From an optimization exercise on the open Yosys and OpenROAD flow, aimed at small area; shortcuts taken in it are not production practice. Function was checked by simulation only, so behaviour that the tests miss may differ from the original. No activity file was given, so power comes from the tool's default toggle rates.

$ cat flow/config.mk
export PLATFORM = sky130hd
export DESIGN_NAME = lbus_rx_top
export DESIGN_NICKNAME = lbus_rx_top
export VERILOG_FILES = /design/flow/design.v
export SDC_FILE = /design/flow/constraint.sdc
export NUM_CORES = 4
export LEC_CHECK = 0
export ABC_AREA = 1
export CAP_MARGIN = 20
export CORE_AREA = 5 5 555 125
export DIE_AREA = 0 0 560 130
export SLEW_MARGIN = 20
$ cat flow/constraint.sdc
create_clock -name core_clock -period 3.5 [get_ports {rx_clk}]
set_input_delay 0.7000 -clock core_clock [delete_from_list [all_inputs] [get_ports {rx_clk}]]
set_output_delay 0.7000 -clock core_clock [all_outputs]
set_load 0.01 [all_outputs]
$ cat flow/design.v
`timescale 1ns/10ps
package lbus_rx_pkg;
	localparam int seg_count = 4;
	localparam int seg_bytes = 16;
	localparam int mty_width = 4;
	localparam int beat_bytes = seg_count * seg_bytes;
	typedef logic [seg_bytes*8-1:0] seg_data_t;
	typedef logic [seg_bytes-1:0] seg_keep_t;
	typedef logic [mty_width-1:0] seg_mty_t;
	typedef logic [beat_bytes*8-1:0] beat_data_t;
	typedef logic [beat_bytes-1:0] beat_keep_t;
endpackage
`timescale 1ns/10ps
module lbus_seg_decode (
	input logic rx_clk,
	input logic rst_n,
	input logic [lbus_rx_pkg::beat_bytes*8-1:0] rx_lbus_data,
	output logic [lbus_rx_pkg::beat_bytes*8-1:0] beat_data
);
	localparam int seg_bits = lbus_rx_pkg::seg_bytes * 8;
	localparam int seg_count = lbus_rx_pkg::seg_count;
	logic [lbus_rx_pkg::beat_bytes*8-1:0] data_1;
	always_ff @(posedge rx_clk) begin
		for (int k = 0; k < seg_count; k++)
			data_1[(seg_count-1-k)*seg_bits +: seg_bits] <= rx_lbus_data[k*seg_bits +: seg_bits];
		beat_data <= data_1;
	end
endmodule
`timescale 1ns/10ps
`timescale 1ns/10ps
`timescale 1ns/10ps
module lbus_rx_top #(
	parameter int rx_input_reg = 0,
	parameter int big_endian = 1
) (
	input logic rx_clk,
	input logic rst_n,
	input logic [lbus_rx_pkg::seg_count*lbus_rx_pkg::seg_bytes*8-1:0] rx_lbus_data,
	input logic [lbus_rx_pkg::seg_count-1:0] rx_lbus_ena,
	input logic [lbus_rx_pkg::seg_count-1:0] rx_lbus_eop,
	input logic [lbus_rx_pkg::seg_count*lbus_rx_pkg::mty_width-1:0] rx_lbus_mty,
	input logic [lbus_rx_pkg::seg_count-1:0] rx_lbus_err,
	output logic [lbus_rx_pkg::beat_bytes*8-1:0] m_axis_tdata,
	output logic [lbus_rx_pkg::beat_bytes-1:0] m_axis_tkeep,
	output logic m_axis_tlast,
	output logic m_axis_tvalid,
	output logic m_axis_tuser
);
	localparam int seg_count = lbus_rx_pkg::seg_count;
	logic [seg_count-1:0] ena_1, ena_2;
	logic [seg_count*4-1:0] ncnt_1, ncnt_2;
	logic last_1, last_2;
	logic user_1, user_2;
	logic pkt_err;
	logic any_valid;
	logic any_last;
	logic any_err;
	assign any_valid = |rx_lbus_ena;
	assign any_last = |(rx_lbus_ena & rx_lbus_eop);
	assign any_err = |(rx_lbus_ena & rx_lbus_err);
	lbus_seg_decode i_decode (
		.rx_clk(rx_clk),
		.rst_n(rst_n),
		.rx_lbus_data(rx_lbus_data),
		.beat_data(m_axis_tdata)
	);
	always_ff @(posedge rx_clk) begin
		for (int k = 0; k < seg_count; k++)
			ncnt_1[4*k +: 4] <= ~(rx_lbus_mty[4*k +: 4] & {4{rx_lbus_eop[k]}});
		last_1 <= any_last;
		user_1 <= any_last & (pkt_err | any_err);
		ncnt_2 <= ncnt_1;
		last_2 <= last_1;
		user_2 <= user_1;
	end
	always_ff @(posedge rx_clk or negedge rst_n) begin
		if (!rst_n) begin
			ena_1 <= '0;
			ena_2 <= '0;
			pkt_err <= 1'b0;
		end else begin
			ena_1 <= rx_lbus_ena;
			ena_2 <= ena_1;
			if (any_valid) begin
				pkt_err <= !any_last & (pkt_err | any_err);
			end
		end
	end
	for (genvar k = 0; k < seg_count; k++) begin : g_seg
		logic e;
		logic na1, na0, nb1, nb0;
		logic [3:0] ng;  
		logic [2:0] nt;  
		logic [15:0] keep;
		assign e = ena_2[k];
		assign {na1, na0, nb1, nb0} = ncnt_2[4*k +: 4];
		assign ng[0] = ~(e & na1 & na0);
		assign ng[1] = ~(e & na1);
		assign ng[2] = ~(e & (na1 | na0));
		assign ng[3] = ~e;
		assign nt[0] = ~(nb1 & nb0);
		assign nt[1] = ~nb1;
		assign nt[2] = ~(nb1 | nb0);
		for (genvar h = 0; h < 4; h++) begin : g_grp
			for (genvar l = 0; l < 3; l++) begin : g_lane
				if (h == 0) begin : g_first
					assign keep[l] = ~(ng[0] | nt[l]);
				end else begin : g_rest
					assign keep[4*h+l] = ~(ng[h] | (ng[h-1] & nt[l]));
				end
			end
			assign keep[4*h+3] = ~ng[h];
		end
		assign m_axis_tkeep[(seg_count-1-k)*lbus_rx_pkg::seg_bytes +: lbus_rx_pkg::seg_bytes] = keep;
	end
	assign m_axis_tvalid = |ena_2;
	assign m_axis_tlast = last_2;
	assign m_axis_tuser = user_2;
endmodule
$ cat flow/flow/run.sh
#!/bin/bash
# The standard layout, with the port buffers and the clock tree built from
# small cells. Runs in the standard flow's work folder; each tool's output goes to a log here.
set -euo pipefail
export BUFFER_PORTS_ARGS="-buffer_cell sky130_fd_sc_hd__buf_1"
export CTS_ARGS="-sink_clustering_enable -repair_clock_nets -dont_use_dummy_load -root_buf sky130_fd_sc_hd__clkbuf_16 -buf_list {sky130_fd_sc_hd__clkbuf_8} -sink_clustering_size 18 -sink_clustering_max_diameter 120"
bash standard.sh finish > standard.log 2>&1
$ cat flow/standard.sh
#!/bin/bash
# synth_recipe.tcl (not shown) runs the flow's synth.tcl, then flattens the netlist and writes it again
# the make line also repeats each setting of config.mk as NAME=value (left out here)
make -C /OpenROAD-flow-scripts/flow DESIGN_CONFIG=/design/flow/config.mk WORK_HOME=/design/flow/orfs CLKGATE_MAP_FILE= SYNTH_SCRIPT=/design/flow/synth_recipe.tcl "${@:-finish}"
==> impl_metrics.tcl, run 1 <==
set metrics [dict create \
    outcome "no timing/DRC/antenna violations" \
    antenna_found_initial 35 \
    grt_max_degree 19 \
    end_kind "primary output" \
    clkTransAtPathRegs_ps 110 \
    ys_warn_count 2 \
    drtIter0Drc 1099 \
    nets 2949 \
    cts_tree "done" \
    worstMarginPinSlew_ps 838 \
    synth_area_leaders "dfxtp_1 96%, dfrtp_1 1.0%, nand2_1 0.88%, nor2_1 0.54%, inv_1 0.53%" \
    arrival_ps 1810 \
    final_area_mm2 0.0283 \
    cts_resized 0 \
    final_cells 3296 \
    place.detailed.hpwl_mm 84.2 \
    min-delay-start "rx_lbus_data[182]" \
    synth_compound_area_frac 0.00657 \
    cts_made_buffers 69 \
    die_y_um 130 \
    crit_path_top_delay_cell "dfrtp_1" \
    syn_area_per_cell_um2 18.1 \
    startpoint_type "register" \
    place_area_mm2 0.0273 \
    worst_path_most_repeated_cell "nand2_1" \
    power_density_mw_per_mm2 690 \
    gp_congestion 1.05 \
    synth_simple_gate_area_frac 0.0148 \
    dr_wl_met2_mm 42.8 \
    numPortBuffers 1120 \
    die_w_um 560 \
    layout-drive-gt1-share 0.0291 \
    reg2reg_slack_ps 2690 \
    grt_pass1_wl_mm 122 \
    synth_mux_area_frac 0 \
    route.antenna.remaining_nets 0 \
    fmax_ghz 0.399 \
    cts_buffer_depth 3 \
    vias 13348 \
    post-cts-setup-buffer-count 0 \
    crit_family "simple AND/OR/NAND/NOR gates" \
    first_pass_iters 5 \
    synthAdderAreaFrac 0 \
    drc 0 \
    synthXorXnorAreaFrac 0 \
    regToRegEndpoint "pkt_err" \
    synth_top_family_by_area "simple AND/OR/NAND/NOR gates" \
    syn_inst 1222 \
    critical_path_class "register to primary output" \
    track_usage 0.255 \
    p_total_mw 19.6 \
    crit_chain "nand2_1 > inv_1 > nand2_1 > nor2_1 > buf_1" \
    ys_seq_area_frac 0.971 \
    io_pins 1121 \
    dp.cells 3212 \
    worstHoldPathType "input port to register" \
    min_period_ps 2510 \
    routed.top_layer "met5" \
    syn_to_final_growth_pct 28.3 \
    clockRootBuffer "clkbuf_16" \
    crit_fanout 11 \
    syn-cell-area_mm2 0.0221 \
    yosysTopAreaCell "dfxtp_1" \
    initial_core_util 0.344 \
    slew-limit-headroom 0.441 \
    grt-ovfl-total 0 \
    dr_wl_met3_mm 4.82 \
    vias_per_cell 4.05 \
    wl_mm 98.2 \
    die-area_mm2 0.0728 \
    hold_end "i_decode.data_1[310]" \
    reg2regPathDepth 4 \
    hold_path_depth 1 \
    hold_buffers 1 \
    layout_worst_path_cycle_share 0.717 \
    rsz0062_at_grt "false" \
    cts.sinks 1069 \
    peakVddDrop_v 0.000330 \
    cp_num_buf_inv 2 \
    drv_slew 0 \
    required_ps 2800 \
    core_area_mm2 0.0643 \
    yosysUniqueCellTypes 11 \
    max_stage_delay_ps 410 \
    synthesis.nets 1764 \
    wl_per_cell_um 29.8 \
    grt_pass1_vias 12868 \
    fin_setup_tns_ps 0 \
    std_cell_rows 43 \
    ys_seq_elements 1069 \
    clk_latency_ps 620 \
    drv_cap 0 \
    fin_util 0.441 \
    r2r_start "pkt_err" \
    finalHoldViolations 0 \
    wl_met1_mm 49.8 \
    ctsHtreeMaxLevel 3 \
    setup_viol 0 \
    finClkSkew_ps 58.5 \
    leakage_nw 11.3 \
    synth_top_area_frac 0.960 \
]
==> area by class of cell <==
cell class              instances  area [um2]
inverters                      31         116
diodes                         14        35.0
fillers                      6109       35900
clock buffers                  69         961
multi-input cells             114         472
flip-flops and latches       1069       21400
repair buffers               1122        4220
well taps                     877        1100
==> cell usage after synthesis <==
cell type / number
dfxtp_1: 1060
nand2_1: 52
nor2_1: 32
inv_1: 31
o21ai_0: 20
dfrtp_1: 9
buf_4: 8
a21oi_1: 4
a31oi_1: 4
nand3_1: 1
nand4_1: 1
==> per-layer routing <==
layer | vias to the layer above | GRT usage
met2 | 362 | 0.371
met5 | - | 0
met4 | 8 | 0.0326
met3 | 79 | 0.0443
met1 | 6845 | 0.403
li1 | 6054 | -
==> state kept, by name, indices dropped and copies added, names as in the netlist <==
name and flops:
ncnt_1 16, ena_1 4, i_decode.data_1 512, user_2 1
pkt_err 1, ncnt_2 16, last_1 1, i_decode.beat_data 512
user_1 1, last_2 1, ena_2 4
==> where the power goes <==
| part | total (mW) | switching [mW] | internal, mW |
|---|---|---|---|
| logic | 0.972 | 0.676 | 0.296 |
| registers | 13.1 | 0.291 | 12.8 |
| clock network | 5.49 | 3.66 | 1.82 |
==> kinds of logic (layout without fill, tap and decap cells) <==
kind of cell    Yosys count  count (layout)
compound gates           28              28
buf+inv                  39            1222
flops                  1069            1069
other cells               0              14
simple gates             86              86
==> placed cells by master, fill, tap and decap left out, drive strengths merged, types with 4 or more instances in the layout <==
master,n
buf,1121
inv,31
dfrtp,9
a21oi,4
clkbuf,69
nor2,32
diode,14
dfxtp,1060
o21ai,20
nand2,52
a31oi,4
==> metrics by stage <==
step	hold slack, ps	setup slack, ps
floorplan	310	2000
global placement	310	1640
detailed placement	312	1670
CTS	114	961
global route	96.4	813
finish	161	992
==> how the worst max path moves through the flow <==
stage	start	endpoint	slack (ps)	cells past startpoint
2_1_floorplan	ena_2[3]	m_axis_tkeep[0]	2000	4
3_3_place_gp	rx_lbus_eop[1]	pkt_err	1640	6
3_5_place_dp	ena_2[3]	m_axis_tkeep[1]	1670	5
4_1_cts	ena_2[3]	m_axis_tkeep[1]	960	5
5_1_grt	ena_2[0]	m_axis_tkeep[48]	810	5
6_report	ena_2[3]	m_axis_tkeep[1]	990	5
==> inputs of run 2 (changes only) <==
==> flow/flow/run.sh (replaced) <==
#!/bin/bash
# The standard layout, with the port buffers and the clock tree built from
# small cells. Runs in the standard flow's work folder; each tool's output goes to a log here.
set -euo pipefail
export BUFFER_PORTS_ARGS="-buffer_cell sky130_fd_sc_hd__buf_1"
export CTS_ARGS="-sink_clustering_enable -repair_clock_nets -dont_use_dummy_load -root_buf sky130_fd_sc_hd__clkbuf_16 -buf_list {sky130_fd_sc_hd__clkbuf_8} -sink_clustering_size 18 -sink_clustering_max_diameter 160"
bash standard.sh finish > standard.log 2>&1
==> impl_metrics.tcl, run 2 <==
set metrics [dict create \
    ys_seq_elements 1069 \
    fin_util 0.441 \
    drtIter0Drc 1099 \
    hold_buffers 1 \
    min_period_ps 2510 \
    synth_area_leaders "dfxtp_1 96%, dfrtp_1 1.0%, nand2_1 0.88%, nor2_1 0.54%, inv_1 0.53%" \
    antenna_found_initial 35 \
    synth_mux_area_frac 0 \
    yosys-top-cells-count "1060 x dfxtp_1, 52 x nand2_1, 32 x nor2_1, 31 x inv_1, 20 x o21ai_0" \
    startpoint_type "register" \
    place_area_mm2 0.0273 \
    finClkSkew_ps 58.5 \
    leakage_nw 11.3 \
    r2r_start "pkt_err" \
    ys_warn_count 2 \
    worstMarginPinSlew_ps 838 \
    regToRegEndpoint "pkt_err" \
    grt-ovfl-total 0 \
    vias_per_cell 4.05 \
    die_y_um 130 \
    clk_latency_ps 620 \
    synthesis.nets 1764 \
    wl_per_cell_um 29.8 \
    vias 13348 \
    place.detailed.hpwl_mm 84.2 \
    drc 0 \
    fill_cells 6109 \
    ys_seq_area_frac 0.971 \
    synth_top_family_by_area "simple AND/OR/NAND/NOR gates" \
    outcome "no timing/DRC/antenna violations" \
    clkTransAtPathRegs_ps 110 \
    crit_fanout 11 \
    worstHoldPathType "input port to register" \
    rsz0062_at_grt "false" \
    peakVddDrop_v 0.000330 \
    synth_compound_area_frac 0.00657 \
    p_total_mw 19.6 \
    initial_core_util 0.344 \
    post-cts-setup-buffer-count 0 \
    synthFlopType "dfxtp_1" \
    numPortBuffers 1120 \
    syn_area_per_cell_um2 18.1 \
    hold_end "i_decode.data_1[310]" \
    final_common_cell "buf_1" \
    io_pins 1121 \
    dpl_worst_slack_ps 1670 \
    layout-drive-gt1-share 0.0291 \
    cts_buffer_depth 3 \
    die-area_mm2 0.0728 \
    synth_simple_gate_area_frac 0.0148 \
    die_w_um 560 \
    regArea_mm2 0.0214 \
    syn-cell-area_mm2 0.0221 \
    grt_pass1_vias 12868 \
    slew-limit-headroom 0.441 \
    async_reset_ff_frac 0.00842 \
    hold_path_depth 1 \
    reg2reg_slack_ps 2690 \
    layout_worst_path_cycle_share 0.717 \
    cts_made_buffers 69 \
    cts.sinks 1069 \
    cts_resized 0 \
    arrival_ps 1810 \
    yosysTopAreaCell "dfxtp_1" \
    clockRootBuffer "clkbuf_16" \
    setup_viol 0 \
    required_ps 2800 \
    syn_to_final_growth_pct 28.3 \
    std_cell_rows 43 \
    final_area_mm2 0.0283 \
    cts_tree "done" \
    syn_inst 1222 \
    track_usage 0.255 \
    min-delay-start "rx_lbus_data[182]" \
    ctsHtreeMaxLevel 3 \
    end_kind "primary output" \
    synthXorXnorAreaFrac 0 \
    multi_input_area_um2 472 \
    gp_congestion 1.05 \
    core_area_mm2 0.0643 \
    critical_path_class "register to primary output" \
    drv_cap 0 \
    nets 2949 \
    reg_top3 "i_decode.beat_data x512, i_decode.data_1 x512" \
    wl_mm 98.2 \
    finalHoldViolations 0 \
    synthAdderAreaFrac 0 \
    power_density_mw_per_mm2 690 \
    reg2regPathDepth 4 \
    yosysUniqueCellTypes 11 \
    fmax_ghz 0.399 \
    synth_most_common_cell "dfxtp_1" \
    synth_edf_count 0 \
    drv_slew 0 \
    grt_pass1_wl_mm 122 \
    route.antenna.remaining_nets 0 \
    fin_setup_tns_ps 0 \
    grt_max_degree 19 \
    synth_top_area_frac 0.960 \
    final_cell_mix "1120 x buf_1, 1060 x dfxtp_1, 68 x clkbuf_8" \
    first_pass_iters 5 \
    worst_slack_ps 992 \
]
## run 2: power breakdown
| group | switching (mW) | leakage (nW) | internal, mW |
|---|---|---|---|
| Clock | 3.66 | 0.501 | 1.82 |
| Sequential | 0.291 | 9.05 | 12.8 |
| Combinational | 0.676 | 1.80 | 0.296 |
| Total | 4.63 | 11.3 | 14.9 |
## run 2: cell type report
class                           count  area share
Sequential cell                  1069       0.757
Timing Repair Buffer             1122       0.149
Tap cell                          877      0.0387
Clock buffer                       69      0.0339
Multi-Input combinational cell    114      0.0166
Inverter                           31     0.00410
Antenna cell                       14     0.00124
## run 2: through the flow
stage	hold slack [ps]	std cells
3_3_place_gp	310	3212
5_1_grt	96.4	3282
6_report	161	3296
4_1_cts	114	3282
3_5_place_dp	312	3212
2_1_floorplan	310	1222
## run 2: per-layer routing
layer  wire [um]  GRT usage  vias up
met2       42800      0.371      362
met4         758     0.0326        8
met3        4820     0.0443       79
li1            -          -     6054
met5          53          0        -
met1       49800      0.403     6845
## run 2: worst max-delay path by stage
stage | startpoint | to | slack (ps)
after CTS | ena_2[3] | m_axis_tkeep[1] | 960
after global routing | ena_2[0] | m_axis_tkeep[48] | 810
after global placement | rx_lbus_eop[1] | pkt_err | 1640
after floorplan | ena_2[3] | m_axis_tkeep[0] | 2000
after detailed placement | ena_2[3] | m_axis_tkeep[1] | 1670
final | ena_2[3] | m_axis_tkeep[1] | 990
## run 2: cells by family (layout without fill, tap and decap cells)
family          after synthesis  count (layout)
compound gates               28              28
buf+inv                      39            1222
flops                      1069            1069
other cells                   0              14
simple gates                 86              86
## run 2: critical path, stage by stage (launching register included)
cell and delay [ps]:
dfrtp_1 410, nand2_1 230, inv_1 140, nand2_1 120, nor2_1 130, buf_1 170
==> inputs of run 3 (changes only) <==
==> flow/flow/run.sh (replaced) <==
#!/bin/bash
# The standard layout, with the port buffers and the clock tree built from
# small cells. Runs in the standard flow's work folder; each tool's output goes to a log here.
set -euo pipefail
export BUFFER_PORTS_ARGS="-buffer_cell sky130_fd_sc_hd__buf_1"
export CTS_ARGS="-sink_clustering_enable -repair_clock_nets -dont_use_dummy_load -root_buf sky130_fd_sc_hd__clkbuf_16 -buf_list {sky130_fd_sc_hd__clkbuf_8} -sink_clustering_size 20 -sink_clustering_max_diameter 90"
bash standard.sh finish > standard.log 2>&1
--- a/flow/config.mk
+++ b/flow/config.mk
@@ -9,4 +9,4 @@
 export CAP_MARGIN = 20
-export CORE_AREA = 5 5 555 125
-export DIE_AREA = 0 0 560 130
+export CORE_AREA = 5 5 385 385
+export DIE_AREA = 0 0 390 390
 export SLEW_MARGIN = 20
==> impl_metrics.tcl, run 3 <==
set metrics [dict create \
    outcome "no timing/DRC/antenna violations" \
    yosys-top-cells-count "1060 x dfxtp_1, 52 x nand2_1, 32 x nor2_1, 31 x inv_1, 20 x o21ai_0" \
    syn_to_final_growth_pct 34.6 \
    async_reset_ff_frac 0.00842 \
    grt_pass1_vias 13589 \
    min_period_ps 2990 \
    end_kind "primary output" \
    finalHoldViolations 0 \
    grt_pass1_wl_mm 130 \
    reg_top3 "i_decode.beat_data x512, i_decode.data_1 x512" \
    power_density_mw_per_mm2 665 \
    crit_chain "nand2_1 > a21oi_1 > buf_1" \
    vias 13537 \
    synth_most_common_cell "dfxtp_1" \
    grt_max_degree 21 \
    worstHoldPathType "input port to register" \
    wl_mm 105 \
    ctsHtreeMaxLevel 3 \
    slew-limit-headroom 0.540 \
    numPortBuffers 1120 \
    startpoint_type "register" \
    final_cell_mix "1120 x buf_1, 1060 x dfxtp_1, 62 x clkbuf_8" \
    ys_seq_area_frac 0.971 \
    synth_edf_count 0 \
    synth_top_area_frac 0.960 \
    ys_warn_count 2 \
    cts.sinks 1069 \
    route.antenna.remaining_nets 0 \
    gp_congestion 0.901 \
    final_area_mm2 0.0297 \
    antenna_found_initial 119 \
    track_usage 0.131 \
    final_common_cell "buf_1" \
    die-area_mm2 0.152 \
    leakage_nw 11.4 \
    die_y_um 390 \
    place.detailed.hpwl_mm 90.8 \
    syn_area_per_cell_um2 18.1 \
    required_ps 2800 \
    vias_per_cell 3.14 \
    dp.cells 4239 \
    hold_buffers 1 \
    wl_per_cell_um 24.3 \
    peakVddDrop_v 0.000395 \
    rsz0062_at_grt "false" \
    arrival_ps 2290 \
    drc 0 \
    fin_setup_tns_ps 0 \
    die_w_um 390 \
    grt-ovfl-total 0 \
    post-cts-setup-buffer-count 0 \
    cts_resized 0 \
    worst_slack_ps 508 \
    synthesis.nets 1764 \
    drv_slew 0 \
    place_area_mm2 0.0286 \
    cp_num_buf_inv 1 \
    clockRootBuffer "clkbuf_16" \
    drv_cap 0 \
    cts_buffer_depth 3 \
    yosysTopAreaCell "dfxtp_1" \
    nets 2952 \
    yosysUniqueCellTypes 11 \
    layout-drive-gt1-share 0.0303 \
    core_area_mm2 0.143 \
    final_cells 4318 \
    setup_viol 0 \
    initial_core_util 0.154 \
    max_stage_delay_ps 520 \
    syn_inst 1222 \
    fin_util 0.207 \
    drtIter0Drc 598 \
    cts_tree "done" \
    crit_path_top_delay_cell "buf_1" \
    clkTransAtPathRegs_ps 120 \
    syn-cell-area_mm2 0.0221 \
    crit_family "buffers and inverters" \
    first_pass_iters 4 \
    finClkSkew_ps 62.7 \
    cts_made_buffers 71 \
    fmax_ghz 0.334 \
    crit_fanout 4 \
    io_pins 1121 \
    ys_seq_elements 1069 \
    synth_area_leaders "dfxtp_1 96%, dfrtp_1 1.0%, nand2_1 0.88%, nor2_1 0.54%, inv_1 0.53%" \
    layout_worst_path_cycle_share 0.855 \
    worstMarginPinSlew_ps 689 \
    clk_latency_ps 620 \
    std_cell_rows 139 \
    dpl_worst_slack_ps 1130 \
    critical_path_class "register to primary output" \
    synthFlopType "dfxtp_1" \
]
## run 3: metrics by stage
step / total power [mW] / hold slack, ps
finish: 19.8 / 138
global route: 20.7 / 66.8
CTS: 20.2 / 42.6
detailed placement: 14.3 / 312
global placement: 14.3 / 309
floorplan: 13.5 / 310
## run 3: logic make-up after synthesis
group	share of synthesized area
buffers and inverters	0.00799
DFF	0.971
AOI/OAI and AO/OA	0.00657
and+or+nand+nor	0.0148
## run 3: routing by layer
metal | vias up | global-route usage | wire length, um
met2 | 801 | 0.212 | 48100
li1 | 6061 | - | -
met1 | 6388 | 0.151 | 40000
met4 | 8 | 0.0298 | 2920
met5 | - | 0 | 55
met3 | 279 | 0.0735 | 14000
## run 3: report_power, final
group / leakage (nW) / internal, mW / switching [mW]
logic: 1.80 / 0.297 / 0.688
clock network: 0.557 / 2.07 / 3.68
registers: 9.05 / 12.8 / 0.219
## run 3: worst paths after layout
check	slack (ps)	depth (start not counted)	from	end
max in group asynchronous	2670	3	rst_n	ena_1[1]
max reg2reg	2670	4	pkt_err	pkt_err
min	140	1	rx_lbus_data[415]	i_decode.data_1[31]
max	510	3	ncnt_2[13]	m_axis_tkeep[4]
min in group asynchronous	570	3	rst_n	ena_1[0]
min reg2reg	290	0	i_decode.data_1[469]	i_decode.beat_data[469]
## run 3: final cells by class
cell class / instances / area, um2
clock buffers: 71 / 1080
flip-flops and latches: 1069 / 21400
repair buffers: 1123 / 4230
diodes: 7 / 17.5
fillers: 15588 / 114000
multi-input cells: 114 / 472
well taps: 1903 / 2380
inverters: 31 / 116
## run 3: worst register-to-register path, cell delays in order (launching register included)
cell,delay (ps)
dfrtp_1,400
inv_1,60
nand3_1,70
nor2_1,150
nor2_1,70
==> inputs of run 4 (changes only) <==
==> flow/flow/run.sh (replaced) <==
#!/bin/bash
# The standard layout, with an area-oriented ABC script in synthesis, the
# port buffers and the clock tree built from small cells. Runs in the standard flow's
# work folder; each tool's output goes to a log here.
set -euo pipefail
cat flow/synth_head.tcl synth_recipe.tcl > area_synth.tcl
export AREA_ABC_SCRIPT="$PWD/flow/area.script"
export BUFFER_PORTS_ARGS="-buffer_cell sky130_fd_sc_hd__buf_1"
export CTS_ARGS="-sink_clustering_enable -repair_clock_nets -dont_use_dummy_load -root_buf sky130_fd_sc_hd__clkbuf_16 -buf_list {sky130_fd_sc_hd__clkbuf_8} -sink_clustering_size 18 -sink_clustering_max_diameter 120 -distance_between_buffers 2000"
bash standard.sh "SYNTH_SCRIPT=$PWD/area_synth.tcl" finish > standard.log 2>&1
==> flow/flow/area.script (new file) <==
strash
&get -n
&st
&synch2
&if -K 6 -a
&mfs
&st
&dch -f
&nf -a -R 1000
&put
topo
stime -c
==> flow/flow/synth_head.tcl (new file) <==
# Prepended to the standard flow's synthesis script: the same synthesis, except that the
# technology mapping uses area.script (an area-oriented ABC script) in place
# of ORFS's own.
proc abc {args} {
  set i [lsearch -exact $args -script]
  if {$i >= 0} { lset args [expr {$i+1}] $::env(AREA_ABC_SCRIPT) }
  yosys abc {*}$args
}
--- a/flow/config.mk
+++ b/flow/config.mk
@@ -9,4 +9,4 @@
 export CAP_MARGIN = 20
-export CORE_AREA = 5 5 385 385
-export DIE_AREA = 0 0 390 390
+export CORE_AREA = 5 5 555 125
+export DIE_AREA = 0 0 560 130
 export SLEW_MARGIN = 20
==> impl_metrics.tcl, run 4 <==
set metrics [dict create \
    track_usage 0.272 \
    grt_pass1_wl_mm 127 \
    reg_top3 "i_decode.beat_data x512, i_decode.data_1 x512" \
    vias_per_cell 4.13 \
    fmax_ghz 0.373 \
    dpl_worst_slack_ps 1460 \
    syn_to_final_growth_pct 28.9 \
    cp_num_buf_inv 1 \
    startpoint_type "register" \
    wl_mm 104 \
    die_w_um 560 \
    crit_chain "o21ai_0 > a21boi_0 > buf_1" \
    core_area_mm2 0.0643 \
    nets 2915 \
    min_period_ps 2680 \
    r2r_start "pkt_err" \
    cts.sinks 1069 \
    ys_warn_count 2 \
    final_area_mm2 0.0284 \
    die_y_um 130 \
    final_cells 3262 \
    crit_fanout 7 \
    wl_per_cell_um 31.9 \
    setup_viol 0 \
    grt_max_degree 19 \
    synth_top_family_by_area "compound AO/OA/AOI/OAI gates" \
    route.antenna.remaining_nets 0 \
    final_cell_mix "1120 x buf_1, 1060 x dfxtp_1, 60 x clkbuf_8" \
    ctsHtreeMaxLevel 3 \
    synth_edf_count 0 \
    finalHoldViolations 0 \
    fill_cells 5983 \
    end_kind "primary output" \
    io_pins 1121 \
    vias 13459 \
    synth_simple_gate_area_frac 0.0100 \
    layout_worst_path_cycle_share 0.767 \
    finClkSkew_ps 50.9 \
    first_pass_iters 5 \
    ys_seq_area_frac 0.975 \
    synthFlopType "dfxtp_1" \
    synthesis.nets 1728 \
    fin_util 0.441 \
    cts_buffer_depth 3 \
    slew-limit-headroom 0.510 \
    drv_slew 0 \
    worstHoldPathType "input port to asynchronous set/reset pin" \
    outcome "no timing/DRC/antenna violations" \
    synth_area_leaders "dfxtp_1 96%, dfrtp_1 1.0%, nand2_1 0.51%, nor2_1 0.43%, a21boi_0 0.41%" \
    final_common_cell "buf_1" \
    gp_congestion 1.17 \
    synth_top_area_frac 0.965 \
    arrival_ps 1980 \
    cts_tree "done" \
    grt_pass1_vias 12888 \
    leakage_nw 11.1 \
    required_ps 2800 \
    drv_cap 0 \
    async_reset_ff_frac 0.00842 \
    synthAdderAreaFrac 0 \
    clk_latency_ps 610 \
    crit_path_top_delay_cell "dfrtp_1" \
    crit_start "ena_2[2]" \
    worstMarginPinSlew_ps 727 \
    peakVddDrop_v 0.000325 \
    place.detailed.hpwl_mm 89.5 \
    clockRootBuffer "clkbuf_16" \
    layout-drive-gt1-share 0.0291 \
    drc 0 \
    numPortBuffers 1120 \
    post-cts-setup-buffer-count 0 \
    synth_mux_area_frac 0 \
    syn_area_per_cell_um2 18.5 \
    synth_most_common_cell "dfxtp_1" \
    max_stage_delay_ps 500 \
    antenna_found_initial 52 \
    yosysUniqueCellTypes 12 \
    cts_made_buffers 69 \
    synth_compound_area_frac 0.0109 \
    rsz0062_at_grt "false" \
    synthXorXnorAreaFrac 0 \
    power_density_mw_per_mm2 701 \
    hold_buffers 0 \
    critical_path_class "register to primary output" \
    reg2regPathDepth 3 \
    place_area_mm2 0.0273 \
    ys_seq_elements 1069 \
    drtIter0Drc 1343 \
    reg2reg_slack_ps 2680 \
    initial_core_util 0.342 \
    cts_resized 0 \
    crit_family "compound AO/OA/AOI/OAI gates" \
    clkTransAtPathRegs_ps 120 \
    die-area_mm2 0.0728 \
    yosys-top-cells-count "1060 x dfxtp_1, 30 x nand2_1, 25 x nor2_1, 16 x clkinv_1, 14 x a21oi_1" \
    syn_inst 1186 \
    regToRegEndpoint "user_1" \
    std_cell_rows 43 \
    yosysTopAreaCell "dfxtp_1" \
    worst_slack_ps 817 \
    syn-cell-area_mm2 0.0220 \
    dp.cells 3179 \
    p_total_mw 19.9 \
    holdWs_ps 118 \
    fin_setup_tns_ps 0 \
    grt-ovfl-total 0 \
]
-- run 4: cell count changes after synthesis, sizes merged, moves of 2 or more --
cell | previous run | this run
nor2 | 32 | 25
a31oi | 4 | 0
o21ai | 20 | 12
clkinv | 0 | 16
inv | 31 | 0
nand2 | 52 | 30
buf | 8 | 4
a222oi | 0 | 2
a21boi | 0 | 12
a21oi | 4 | 14
-- run 4: metal layers --
metal / track usage / part of all wire / up-vias
met1: 0.426 / 0.50 / 6885
met2: 0.366 / 0.41 / 471
met3: 0.0872 / 0.086 / 92
met4: 0.0343 / 0.0073 / 16
li1: - / - / 5995
met5: 0 / 0.0010 / -
-- run 4: area by class of cell --
cell class / instances / area (um2) / share of cell area
flip-flops and latches: 1069 / 21400 / 0.756
repair buffers: 1120 / 4200 / 0.148
multi-input cells: 97 / 460 / 0.0162
inverters: 16 / 60.1 / 0.00212
well taps: 877 / 1100 / 0.0387
clock buffers: 69 / 1050 / 0.0371
diodes: 14 / 35.0 / 0.00124
-- run 4: worst max-delay path by stage --
| stage | end | cells after the start |
|---|---|---|
| 3_3_place_gp | m_axis_tkeep[46] | 3 |
| 2_1_floorplan | m_axis_tkeep[36] | 4 |
| 6_report | m_axis_tkeep[29] | 3 |
| 4_1_cts | m_axis_tkeep[29] | 3 |
| 5_1_grt | m_axis_tkeep[29] | 3 |
| 3_5_place_dp | m_axis_tkeep[29] | 3 |
-- run 4: logic make-up (layout without fill, tap and decap cells) --
family / after synthesis / in the layout
other: 0 / 14
AND/OR/NAND/NOR: 57 / 57
buffers and inverters: 20 / 1205
flip-flops: 1069 / 1069
AO/OA/AOI/OAI: 40 / 40
-- run 4: power by group --
group,internal [mW],switching [mW],total (mW)
clock network,2.03,3.74,5.77
registers,12.8,0.258,13.1
logic,0.294,0.731,1.02
total,15.1,4.73,19.9
-- run 4: worst register-to-register path: stages (launching register included) --
cell and delay (ps):
dfrtp_1 380, a21oi_1 110, and2_0 170, a21oi_1 50
==> inputs of run 5 (changes only) <==
--- a/flow/flow/run.sh
+++ b/flow/flow/run.sh
@@ -8,3 +8,3 @@
 export BUFFER_PORTS_ARGS="-buffer_cell sky130_fd_sc_hd__buf_1"
-export CTS_ARGS="-sink_clustering_enable -repair_clock_nets -dont_use_dummy_load -root_buf sky130_fd_sc_hd__clkbuf_16 -buf_list {sky130_fd_sc_hd__clkbuf_8} -sink_clustering_size 18 -sink_clustering_max_diameter 120 -distance_between_buffers 2000"
+export CTS_ARGS="-sink_clustering_enable -repair_clock_nets -dont_use_dummy_load -root_buf sky130_fd_sc_hd__clkbuf_16 -buf_list {sky130_fd_sc_hd__clkbuf_8} -sink_clustering_size 18 -sink_clustering_max_diameter 120"
 bash standard.sh "SYNTH_SCRIPT=$PWD/area_synth.tcl" finish > standard.log 2>&1
==> impl_metrics.tcl, run 5 <==
set metrics [dict create \
    die_w_um 560 \
    place_area_mm2 0.0273 \
    power.switching_mw 4.70 \
    setup_viol 0 \
    finClkSkew_ps 51.3 \
    power.internal_mw 14.9 \
    grt_max_degree 19 \
    nets 2915 \
    core_area_mm2 0.0643 \
    yosysTopAreaCell "dfxtp_1" \
    worstMarginPinSlew_ps 727 \
    final_common_cell "buf_1" \
    seqPwrFrac 0.666 \
    syn_inst 1186 \
    final_area_mm2 0.0283 \
    min_period_ps 2690 \
    final_cell_mix "1120 x buf_1, 1060 x dfxtp_1, 68 x clkbuf_8" \
    syn_area_per_cell_um2 18.5 \
    required_ps 2800 \
    post-cts-setup-buffer-count 0 \
    leakage_nw 11.1 \
    track_usage 0.271 \
    holdWs_ps 106 \
    clkTransAtPathRegs_ps 120 \
    cts_resized 0 \
    grt_pass1_wl_mm 127 \
    cp_num_buf_inv 1 \
    grt_pass1_vias 12889 \
    clk_latency_ps 620 \
    ys_warn_count 2 \
    critical_path_class "register to primary output" \
    path_depth 3 \
    rsz0062_at_grt "false" \
    layout_worst_path_cycle_share 0.769 \
    syn-cell-area_mm2 0.0220 \
    power_density_mw_per_mm2 694 \
    drc 0 \
    synthesis.nets 1728 \
    fmax_ghz 0.371 \
    wl_mm 104 \
    crit_chain "o21ai_0 > a21boi_0 > buf_1" \
    cts_tree "done" \
    synthFlopType "dfxtp_1" \
    numPortBuffers 1120 \
    reg2reg_slack_ps 2670 \
    p_comb_frac 0.052 \
    reg_top3 "i_decode.beat_data x512, i_decode.data_1 x512" \
    drv_slew 0 \
    async_reset_ff_frac 0.00842 \
    vias_per_cell 4.09 \
    regToRegEndpoint "user_1" \
    peakVddDrop_v 0.000271 \
    initial_core_util 0.342 \
    drtIter0Drc 1434 \
    worstHoldPathType "input port to asynchronous set/reset pin" \
    synth_edf_count 0 \
    die_y_um 130 \
    hold_buffers 0 \
    vias 13370 \
    die-area_mm2 0.0728 \
    crit_path_top_delay_cell "dfrtp_1" \
    finalHoldViolations 0 \
    io_pins 1121 \
    grt-ovfl-total 0 \
    p_total_mw 19.6 \
    syn_to_final_growth_pct 28.6 \
    slew-limit-headroom 0.510 \
    crit_fanout 7 \
    ys_seq_elements 1069 \
    ctsHtreeMaxLevel 3 \
    ys_seq_area_frac 0.975 \
    synth_area_leaders "dfxtp_1 96%, dfrtp_1 1.0%, nand2_1 0.51%, nor2_1 0.43%, a21boi_0 0.41%" \
    synth_top_area_frac 0.965 \
    crit_family "compound AO/OA/AOI/OAI gates" \
    p_clk_frac 0.282 \
    fin_util 0.440 \
    arrival_ps 1990 \
    yosysUniqueCellTypes 12 \
    switching_share 0.239 \
    route.antenna.remaining_nets 0 \
    std_cell_rows 43 \
    cts_buffer_depth 3 \
    end_kind "primary output" \
    synth_most_common_cell "dfxtp_1" \
    place.detailed.hpwl_mm 89.5 \
    fin_setup_tns_ps 0 \
    antenna_found_initial 50 \
    outcome "no timing/DRC/antenna violations" \
    startpoint_type "register" \
    cts_made_buffers 69 \
    max_stage_delay_ps 510 \
    fill_cells 5991 \
    r2r_start "pkt_err" \
    first_pass_iters 5 \
    cts.sinks 1069 \
    layout-drive-gt1-share 0.0291 \
    gp_congestion 1.17 \
    reg2regPathDepth 3 \
    yosys-top-cells-count "1060 x dfxtp_1, 30 x nand2_1, 25 x nor2_1, 16 x clkinv_1, 14 x a21oi_1" \
    wl_per_cell_um 31.7 \
    clockRootBuffer "clkbuf_16" \
    drv_cap 0 \
]
[run 5: cell counts after synthesis]
Identical to the previous run, type by type.
[run 5: worst max path at each step]
stage | startpoint | to | slack, ps
after floorplan | ena_2[1] | m_axis_tkeep[36] | 1770
after global placement | ena_2[1] | m_axis_tkeep[46] | 1600
after detailed placement | ena_2[2] | m_axis_tkeep[29] | 1460
after CTS | ena_2[2] | m_axis_tkeep[29] | 770
after global routing | ena_2[2] | m_axis_tkeep[29] | 670
final | ena_2[2] | m_axis_tkeep[29] | 810
[run 5: power groups by stage]
| stage | Clock (mW) | Combinational [mW] | Sequential [mW] |
|---|---|---|---|
| after global routing | 6.15 | 1.07 | 13.1 |
| after floorplan | 0 | 0.0841 | 13.4 |
| after global placement | 0 | 1.02 | 13.3 |
| final | 5.53 | 1.03 | 13.1 |
| after detailed placement | 0 | 1.02 | 13.3 |
| after CTS | 5.65 | 1.02 | 13.1 |
[run 5: cell type report]
| class | instances | area [um2] | area share |
|---|---|---|---|
| multi-input cells | 97 | 460 | 0.0163 |
| repair buffers | 1120 | 4200 | 0.149 |
| clock buffers | 69 | 961 | 0.0340 |
| diodes | 23 | 57.6 | 0.00203 |
| well taps | 877 | 1100 | 0.0388 |
| inverters | 16 | 60.1 | 0.00212 |
| flip-flops and latches | 1069 | 21400 | 0.758 |
[run 5: logic make-up after synthesis]
kind of cell    count (synthesis)  share of synthesized area
compound gates                 40                     0.0109
buf+inv                        20                    0.00410
flops                        1069                      0.975
simple gates                   57                     0.0100
[run 5: metrics by stage]
step / std cells / setup WS, ps
after CTS: 3248 / 767
after global placement: 3179 / 1600
after global routing: 3248 / 666
final: 3271 / 808
after floorplan: 1186 / 1770
after detailed placement: 3179 / 1460
[run 5: layer usage]
metal | share of wire | track usage
met5 | 0.0010 | 0
met4 | 0.0080 | 0.0291
met3 | 0.091 | 0.0842
met2 | 0.41 | 0.366
met1 | 0.49 | 0.428
==> inputs of run 6 (changes only) <==
--- a/flow/design.v
+++ b/flow/design.v
@@ -52,8 +52,7 @@
 	logic last_1, last_2;
-	logic user_1, user_2;
+	logic user_2;
+	logic err_1;
 	logic pkt_err;
-	logic any_valid;
 	logic any_last;
 	logic any_err;
-	assign any_valid = |rx_lbus_ena;
 	assign any_last = |(rx_lbus_ena & rx_lbus_eop);
@@ -70,6 +69,5 @@
 		last_1 <= any_last;
-		user_1 <= any_last & (pkt_err | any_err);
 		ncnt_2 <= ncnt_1;
 		last_2 <= last_1;
-		user_2 <= user_1;
+		user_2 <= last_1 & err_1;
 	end
@@ -79,3 +77,3 @@
 			ena_2 <= '0;
-			pkt_err <= 1'b0;
+			err_1 <= 1'b0;
 		end else begin
@@ -83,7 +81,6 @@
 			ena_2 <= ena_1;
-			if (any_valid) begin
-				pkt_err <= !any_last & (pkt_err | any_err);
-			end
+			err_1 <= pkt_err | any_err;
 		end
 	end
+	assign pkt_err = !last_1 & err_1;
 	for (genvar k = 0; k < seg_count; k++) begin : g_seg
==> impl_metrics.tcl, run 6 <==
set metrics [dict create \
    final_common_cell "buf_1" \
    yosysUniqueCellTypes 14 \
    outcome "no timing/DRC/antenna violations" \
    power_density_mw_per_mm2 690 \
    seqPwrFrac 0.674 \
    holdWs_ps 170 \
    synthesis.nets 1727 \
    synth_top_area_frac 0.965 \
    drv_cap 0 \
    cp_num_buf_inv 2 \
    std_cell_rows 43 \
    place.detailed.hpwl_mm 77.6 \
    final_cell_mix "1120 x buf_1, 1059 x dfxtp_1, 68 x clkbuf_8" \
    nets 2914 \
    ctsHtreeMaxLevel 3 \
    power.switching_mw 4.56 \
    crit_fanout 7 \
    track_usage 0.236 \
    gp_congestion 1.10 \
    drc 0 \
    cts_resized 0 \
    worstMarginPinSlew_ps 970 \
    yosysTopAreaCell "dfxtp_1" \
    max_stage_delay_ps 520 \
    numPortBuffers 1120 \
    grt-ovfl-total 0 \
    layout-drive-gt1-share 0.0291 \
    synth_edf_count 0 \
    finClkSkew_ps 46.5 \
    yosys-top-cells-count "1059 x dfxtp_1, 31 x nand2_1, 24 x nor2_1, 16 x clkinv_1" \
    async_reset_ff_frac 0.00843 \
    reg_top3 "i_decode.beat_data x512, i_decode.data_1 x512" \
    antenna_found_initial 45 \
    synth_area_leaders "dfxtp_1 96%, dfrtp_1 1.0%, nand2_1 0.53%, a21boi_0 0.41%, nor2_1 0.41%" \
    route.antenna.remaining_nets 0 \
    startpoint_type "register" \
    die_w_um 560 \
    syn_to_final_growth_pct 28.5 \
    clk_latency_ps 610 \
    wl_mm 91.6 \
    hold_buffers 0 \
    drtIter0Drc 1194 \
    cts_made_buffers 69 \
    vias_per_cell 4.05 \
    required_ps 2800 \
    crit_family "simple AND/OR/NAND/NOR gates" \
    crit_path_top_delay_cell "dfrtp_1" \
    first_pass_iters 5 \
    syn_inst 1185 \
    fin_setup_tns_ps 0 \
    worst_path_most_repeated_cell "nand2_1" \
    die-area_mm2 0.0728 \
    clockRootBuffer "clkbuf_16" \
    rsz0062_at_grt "false" \
    p_comb_frac 0.047 \
    grt_pass1_vias 12811 \
    grt_pass1_wl_mm 115 \
    ys_seq_elements 1068 \
    end_kind "primary output" \
    drv_slew 0 \
    worstHoldPathType "input port to register" \
    cts_tree "done" \
    wl_per_cell_um 28.1 \
    finalHoldViolations 0 \
    peakVddDrop_v 0.000252 \
    io_pins 1121 \
    worst_slack_ps 845 \
    ys_warn_count 2 \
    dpl_worst_slack_ps 1490 \
    grt_max_degree 19 \
    ys_seq_area_frac 0.975 \
    min_period_ps 2650 \
    layout_worst_path_cycle_share 0.759 \
    fmax_ghz 0.377 \
    syn-cell-area_mm2 0.0220 \
    setup_viol 0 \
    cts_buffer_depth 3 \
    p_clk_frac 0.279 \
    cts.sinks 1068 \
    die_y_um 130 \
    vias 13221 \
    power.internal_mw 14.9 \
    synth_most_common_cell "dfxtp_1" \
    clkTransAtPathRegs_ps 110 \
    fin_util 0.439 \
    crit_chain "nand2_1 > clkinv_1 > nand2_1 > nor2_1 > buf_1" \
    arrival_ps 1950 \
    syn_area_per_cell_um2 18.5 \
    core_area_mm2 0.0643 \
    synthFlopType "dfxtp_1" \
    switching_share 0.234 \
    leakage_nw 11.1 \
    initial_core_util 0.342 \
    slew-limit-headroom 0.353 \
    critical_path_class "register to primary output" \
    post-cts-setup-buffer-count 0 \
]
-- run 6: stage by stage --
stage / cells / power (mW) / cell area [um2]
after CTS: 3247 / 19.6 / 28200
after floorplan: 1185 / 13.5 / 22000
after global placement: 3178 / 14.3 / 27200
after detailed placement: 3178 / 14.3 / 27200
after global routing: 3247 / 20.2 / 28200
final: 3262 / 19.5 / 28200
-- run 6: final cells by class --
cell class / instances / area, um2
clock buffer: 69 / 961
sequential: 1068 / 21400
antenna: 15 / 37.5
multi-input combinational: 97 / 462
fill: 6082 / 36000
timing repair buffer: 1120 / 4200
tap: 877 / 1100
inverter: 16 / 60.1
-- run 6: layer usage --
layer,global-route usage,up-vias,part of all wire
met1,0.360,6711,0.48
li1,-,5985,-
met2,0.339,409,0.43
met4,0.0283,20,0.0087
met5,0,-,0.0014
met3,0.0692,96,0.080
-- run 6: final timing paths --
kind	start	slack, ps	to	cells after the start
setup / recovery	ena_2[1]	850	m_axis_tkeep[32]	5
hold reg to reg	i_decode.data_1[391]	320	i_decode.beat_data[391]	0
setup reg to reg	last_1	2470	err_1	2
max in group asynchronous	rst_n	2640	ena_1[2]	1
hold / removal	rx_lbus_data[483]	170	i_decode.data_1[99]	1
min in group asynchronous	rst_n	220	err_1	1
-- run 6: cells by family (layout without fill, tap and decap cells) --
| kind of cell | after synthesis | in the layout | synth area share |
|---|---|---|---|
| AOI/OAI and AO/OA | 38 | 38 | 0.0105 |
| and+or+nand+nor | 59 | 59 | 0.0105 |
| buffers and inverters | 20 | 1205 | 0.00410 |
| other | 0 | 15 | 0 |
| DFF | 1068 | 1068 | 0.975 |
-- run 6: power groups by stage --
stage / sequential, mW / combinational (mW) / clock (mW)
after detailed placement: 13.4 / 0.924 / 0
final: 13.1 / 0.921 / 5.44
after global routing: 13.2 / 0.969 / 6.06
after global placement: 13.4 / 0.923 / 0
after floorplan: 13.4 / 0.0834 / 0
after CTS: 13.1 / 0.930 / 5.55
==> inputs of run 7 (changes only) <==
--- a/flow/flow/run.sh
+++ b/flow/flow/run.sh
@@ -8,3 +8,3 @@
 export BUFFER_PORTS_ARGS="-buffer_cell sky130_fd_sc_hd__buf_1"
-export CTS_ARGS="-sink_clustering_enable -repair_clock_nets -dont_use_dummy_load -root_buf sky130_fd_sc_hd__clkbuf_16 -buf_list {sky130_fd_sc_hd__clkbuf_8} -sink_clustering_size 18 -sink_clustering_max_diameter 120"
+export CTS_ARGS="-sink_clustering_enable -repair_clock_nets -dont_use_dummy_load -root_buf sky130_fd_sc_hd__clkbuf_8 -tree_buf sky130_fd_sc_hd__clkbuf_4 -buf_list {sky130_fd_sc_hd__clkbuf_8} -sink_clustering_size 18 -sink_clustering_max_diameter 120"
 bash standard.sh "SYNTH_SCRIPT=$PWD/area_synth.tcl" finish > standard.log 2>&1
==> impl_metrics.tcl, run 7 <==
set metrics [dict create \
    fill_cells 5833 \
    vias 14517 \
    die_w_um 560 \
    track_usage 0.243 \
    grt-ovfl-total 0 \
    clk_latency_ps 730 \
    finalHoldViolations 0 \
    r2r_start "last_1" \
    required_ps 2800 \
    io_pins 1121 \
    synthFlopType "dfxtp_1" \
    syn-cell-area_mm2 0.0220 \
    clkTransAtPathRegs_ps 110 \
    synthesis.nets 1727 \
    synth_edf_count 0 \
    worst_slack_ps 734 \
    dr_wl_met2_mm 41.2 \
    core_area_mm2 0.0643 \
    cts_made_buffers 69 \
    layout-drive-gt1-share 0.0260 \
    ctsHtreeMaxLevel 3 \
    gp_congestion 1.10 \
    yosysTopAreaCell "dfxtp_1" \
    initial_core_util 0.342 \
    ys_seq_area_frac 0.975 \
    end_kind "primary output" \
    outcome "no timing/DRC/antenna violations" \
    syn_area_per_cell_um2 18.5 \
    crit_fanout 7 \
    fmax_ghz 0.362 \
    std_cell_rows 43 \
    drv_cap 0 \
    wl_met1_mm 43.1 \
    setup_viol 0 \
    final_cell_mix "1120 x buf_1, 1059 x dfxtp_1, 283 x dlygate4sd3_1" \
    route.antenna.remaining_nets 0 \
    yosys-top-cells-count "1059 x dfxtp_1, 31 x nand2_1, 24 x nor2_1, 16 x clkinv_1" \
    post-cts-setup-buffer-count 0 \
    clockRootBuffer "clkbuf_8" \
    die_y_um 130 \
    arrival_ps 2070 \
    grt_pass1_wl_mm 120 \
    regArea_mm2 0.0214 \
    numPortBuffers 1120 \
    crit_path_top_delay_cell "dfrtp_1" \
    routed.top_layer "met5" \
    rsz0062_at_grt "false" \
    drtIter0Drc 1495 \
    leakage_nw 12.3 \
    holdWs_ps 79.6 \
    dpl_worst_slack_ps 1490 \
    drv_slew 0 \
    fin_setup_tns_ps 0 \
    dr_wl_met3_mm 8.50 \
    endpoint "m_axis_tkeep[32]" \
    ys_warn_count 2 \
    reg2regPathDepth 2 \
    synth_most_common_cell "dfxtp_1" \
    ys_seq_elements 1068 \
    critical_path_class "register to primary output" \
    layout_worst_path_cycle_share 0.790 \
    worstHoldPathType "input port to register" \
    drc 0 \
    synth_area_leaders "dfxtp_1 96%, dfrtp_1 1.0%, nand2_1 0.53%, a21boi_0 0.41%, nor2_1 0.41%" \
    min_period_ps 2770 \
    reg_top3 "i_decode.beat_data x512, i_decode.data_1 x512" \
    place.detailed.hpwl_mm 77.6 \
    peakVddDrop_v 0.000265 \
    yosysUniqueCellTypes 14 \
    power_density_mw_per_mm2 632 \
    worst_path_most_repeated_cell "nand2_1" \
    regToRegEndpoint "err_1" \
    cts_buffer_depth 3 \
    async_reset_ff_frac 0.00843 \
    wl_mm 93.9 \
    max_stage_delay_ps 520 \
    nets 3197 \
    reg2reg_slack_ps 2430 \
    first_pass_iters 5 \
    syn_inst 1185 \
    grt_max_degree 19 \
    worstMarginPinSlew_ps 976 \
    syn_to_final_growth_pct 41.2 \
    multi_input_area_um2 462 \
    die-area_mm2 0.0728 \
    antenna_found_initial 33 \
    vias_per_cell 4.09 \
    wl_per_cell_um 26.5 \
    synth_top_area_frac 0.965 \
    startpoint_type "register" \
    crit_chain "nand2_1 > clkinv_1 > nand2_1 > nor2_1 > buf_1" \
    cts.sinks 1068 \
    grt_pass1_vias 14385 \
    slew-limit-headroom 0.349 \
    finClkSkew_ps 59.2 \
    crit_start "ena_2[1]" \
    final_common_cell "buf_1" \
    cts_tree "done" \
]
-- run 7: changes by cell type in the layout (fill, tap and decap cells not counted) --
cell,change
clkbuf_8,-7
dlygate4sd3_1,+283
clkbuf_16,-1
diode_2,+1
clkbuf_4,+8
-- run 7: power by group --
group	total, mW	switching [mW]	internal (mW)
clock	5.28	3.61	1.67
combinational	1.20	0.704	0.500
sequential	13.1	0.319	12.8
-- run 7: critical path: cells and delay by family (launching register included) --
family                 cells  cell delay, ps
DFF                        1             520
buffers and inverters      2             280
and+or+nand+nor            3             560
-- run 7: metrics by stage --
stage	utilization	instances	power, mW	instance area [um2]
floorplan	-	1185	13.5	22000
global placement	0.424	3178	14.3	27200
detailed placement	0.424	3178	14.3	27200
CTS	0.478	3504	19.7	30700
global route	0.482	3532	20.3	31000
finish	0.482	3546	19.6	31000
-- run 7: worst min-delay path by stage --
stage | startpoint | endpoint | slack, ps | depth (start not counted)
floorplan | i_decode.data_1[0] | i_decode.beat_data[0] | 310 | 0
global placement | i_decode.data_1[504] | i_decode.beat_data[504] | 310 | 0
detailed placement | i_decode.data_1[164] | i_decode.beat_data[164] | 310 | 0
CTS | rx_lbus_data[503] | i_decode.data_1[119] | 0.08 | 1
global route | rx_lbus_data[459] | i_decode.data_1[75] | 4 | 1
finish | rx_lbus_data[284] | i_decode.data_1[156] | 80 | 1
-- run 7: logic make-up (layout without fill, tap and decap cells) --
kind of cell / count (synthesis) / in the layout / synth area share
compound gates: 38 / 38 / 0.0105
flops: 1068 / 1068 / 0.975
buf+inv: 20 / 1488 / 0.00410
simple gates: 59 / 59 / 0.0105
other cells: 0 / 16 / 0
-- run 7: routing by layer --
metal  global-route usage  up-vias
met3               0.0753      112
met1                0.361     7333
li1                     -     6556
met4               0.0325       12
met5                    0        -
met2                0.356      504
-- run 7: area by class of cell --
type | count | area share
clock buffer | 69 | 0.0290
tap | 877 | 0.0354
sequential | 1068 | 0.691
inverter | 16 | 0.00194
multi-input combinational | 97 | 0.0149
antenna | 16 | 0.00129
timing repair buffer | 1403 | 0.227
-- run 7: repair_timing --
item | 4_1_cts | 5_1_grt
endpoints found under the hold margin | 258 | 26
gates resized for setup | 0 | 0
hold buffers | 257 | 26
==> inputs of run 8 (changes only) <==
--- a/flow/flow/run.sh
+++ b/flow/flow/run.sh
@@ -8,3 +8,3 @@
 export BUFFER_PORTS_ARGS="-buffer_cell sky130_fd_sc_hd__buf_1"
-export CTS_ARGS="-sink_clustering_enable -repair_clock_nets -dont_use_dummy_load -root_buf sky130_fd_sc_hd__clkbuf_8 -tree_buf sky130_fd_sc_hd__clkbuf_4 -buf_list {sky130_fd_sc_hd__clkbuf_8} -sink_clustering_size 18 -sink_clustering_max_diameter 120"
+export CTS_ARGS="-sink_clustering_enable -repair_clock_nets -dont_use_dummy_load -root_buf sky130_fd_sc_hd__clkbuf_8 -buf_list {sky130_fd_sc_hd__clkbuf_8} -sink_clustering_size 18 -sink_clustering_max_diameter 120"
 bash standard.sh "SYNTH_SCRIPT=$PWD/area_synth.tcl" finish > standard.log 2>&1
==> impl_metrics.tcl, run 8 <==
set metrics [dict create \
    grt-ovfl-total 0 \
    synthesis.nets 1727 \
    power_density_mw_per_mm2 689 \
    final_area_mm2 0.0282 \
    final_common_cell "buf_1" \
    hold_buffers 0 \
    peakVddDrop_v 0.000250 \
    ys_warn_count 2 \
    dp.cells 3178 \
    outcome "no timing/DRC/antenna violations" \
    yosys-top-cells-count "1059 x dfxtp_1, 31 x nand2_1, 24 x nor2_1, 16 x clkinv_1" \
    drv_cap 0 \
    crit_fanout 7 \
    grt_max_degree 19 \
    reg2reg_slack_ps 2450 \
    holdWs_ps 108 \
    numPortBuffers 1120 \
    reg2regPathDepth 2 \
    hold_path_depth 1 \
    gp_congestion 1.10 \
    track_usage 0.236 \
    std_cell_rows 43 \
    place_area_mm2 0.0272 \
    slew-limit-headroom 0.369 \
    leakage_nw 11.1 \
    min_period_ps 2710 \
    ys_seq_elements 1068 \
    synth_top_area_frac 0.965 \
    layout-drive-gt1-share 0.0291 \
    synth_area_leaders "dfxtp_1 96%, dfrtp_1 1.0%, nand2_1 0.53%, a21boi_0 0.41%, nor2_1 0.41%" \
    die_y_um 130 \
    async_reset_ff_frac 0.00843 \
    nets 2914 \
    drc 0 \
    finClkSkew_ps 49.4 \
    syn_inst 1185 \
    syn_area_per_cell_um2 18.5 \
    reg_top3 "i_decode.beat_data x512, i_decode.data_1 x512" \
    cts.sinks 1068 \
    final_cells 3264 \
    syn-cell-area_mm2 0.0220 \
    cts_made_buffers 69 \
    clkTransAtPathRegs_ps 110 \
    ys_seq_area_frac 0.975 \
    cts_resized 0 \
    worstMarginPinSlew_ps 946 \
    core_area_mm2 0.0643 \
    antenna_found_initial 45 \
    end_kind "primary output" \
    synth_most_common_cell "dfxtp_1" \
    cts_buffer_depth 3 \
    place.detailed.hpwl_mm 77.6 \
    setup_viol 0 \
    fin_setup_tns_ps 0 \
    worstHoldPathType "input port to register" \
    syn_to_final_growth_pct 28.5 \
    ctsHtreeMaxLevel 3 \
    synthFlopType "dfxtp_1" \
    critical_path_class "register to primary output" \
    clk_latency_ps 670 \
    yosysUniqueCellTypes 14 \
    rsz0062_at_grt "false" \
    startpoint_type "register" \
    die_w_um 560 \
    wl_per_cell_um 28.1 \
    clockRootBuffer "clkbuf_8" \
    drv_slew 0 \
    layout_worst_path_cycle_share 0.774 \
    fill_cells 6083 \
    io_pins 1121 \
    arrival_ps 2010 \
    drtIter0Drc 1232 \
    required_ps 2800 \
    route.antenna.remaining_nets 0 \
    grt_pass1_vias 12812 \
    wl_mm 91.7 \
    first_pass_iters 5 \
    post-cts-setup-buffer-count 0 \
    finalHoldViolations 0 \
    cts_tree "done" \
    fmax_ghz 0.369 \
    vias 13167 \
    die-area_mm2 0.0728 \
    initial_core_util 0.342 \
    yosysTopAreaCell "dfxtp_1" \
    synth_edf_count 0 \
    vias_per_cell 4.03 \
    final_cell_mix "1120 x buf_1, 1059 x dfxtp_1, 69 x clkbuf_8" \
    grt_pass1_wl_mm 115 \
]
==> run 8: layout make-up <==
cell class | count | area (um2) | share of cell area
Inverter | 16 | 60.1 | 0.00213
Tap cell | 877 | 1100 | 0.0389
Antenna cell | 17 | 42.5 | 0.00151
Timing Repair Buffer | 1120 | 4200 | 0.149
Clock buffer | 69 | 950 | 0.0336
Sequential cell | 1068 | 21400 | 0.759
Multi-Input combinational cell | 97 | 462 | 0.0163
==> run 8: critical path, stage by stage (launching register included) <==
cell	delay (ps)
dfrtp_1	520
nand2_1	200
clkinv_1	100
nand2_1	140
nor2_1	210
buf_1	190
==> run 8: worst paths after layout <==
| kind | from | endpoint |
|---|---|---|
| worst min register to register | i_decode.data_1[133] | i_decode.beat_data[133] |
| worst max-delay path | ena_2[1] | m_axis_tkeep[32] |
| max in group asynchronous | rst_n | ena_1[2] |
| worst min-delay path | rx_lbus_data[483] | i_decode.data_1[99] |
| worst max register to register | last_1 | err_1 |
| min in group asynchronous | rst_n | ena_1[1] |
==> run 8: cells by family (layout without fill, tap and decap cells) <==
kind of cell	count (synthesis)	after routing	synth area share
AOI/OAI and AO/OA	38	38	0.0105
other	0	17	0
DFF	1068	1068	0.975
and+or+nand+nor	59	59	0.0105
buffers and inverters	20	1205	0.00410
==> run 8: metal layers <==
layer,track usage,routed length [um]
met1,0.360,43300
met2,0.339,39800
met3,0.0684,7680
met4,0.0293,778
met5,0,131
==> run 8: through the flow <==
step                power, mW   util  setup WS [ps]
detailed placement       14.3  0.424           1490
floorplan                13.5      -           1770
global placement         14.3  0.424           1540
global route             20.2  0.439            615
finish                   19.5  0.439            791
CTS                      19.6  0.439            737
==> run 8: power breakdown <==
| group | leakage [nW] | switching, mW | internal [mW] |
|---|---|---|---|
| clock network | 0.496 | 3.63 | 1.79 |
| registers | 9.04 | 0.316 | 12.8 |
| logic | 1.56 | 0.627 | 0.294 |
| total | 11.1 | 4.57 | 14.9 |

==> what the ideal ports hide <==
Ports are ideal in the flow. The routed layouts listed here were re-timed in OpenROAD. Step 1 sets driving cells, clkbuf_16 on the clock port and buf_2 on the other inputs (assumed; they add their load-dependent delay and slew). Step 2 moves the port delays by t, midway between the first and last clock arrival at a register: inputs arrive t later, outputs are due t later. That takes back most of the time a late clock gives input paths. Slacks: no drivers / after step 1 / after step 2; pairs: no drivers / after step 1.
| run | t (ns) | setup slack, ns | worst data-port slew with drivers (ns) |
|---|---|---|---|
| run 1 | 0.637 | 0.992 / 0.941 / 1.578 | 0.25 |
| run 2 | 0.637 | 0.992 / 0.941 / 1.578 | 0.25 |
| run 3 | 0.652 | 0.508 / 0.449 / 1.101 | 0.34 |
| run 4 | 0.636 | 0.817 / 0.769 / 1.405 | 0.36 |
| run 5 | 0.645 | 0.808 / 0.761 / 1.406 | 0.36 |
| run 6 | 0.631 | 0.845 / 0.799 / 1.430 | 0.27 |
| run 7 | 0.746 | 0.734 / 0.693 / 1.439 | 0.26 |
| run 8 | 0.687 | 0.791 / 0.750 / 1.437 | 0.25 |
After both steps setup and hold are still met in every run listed.
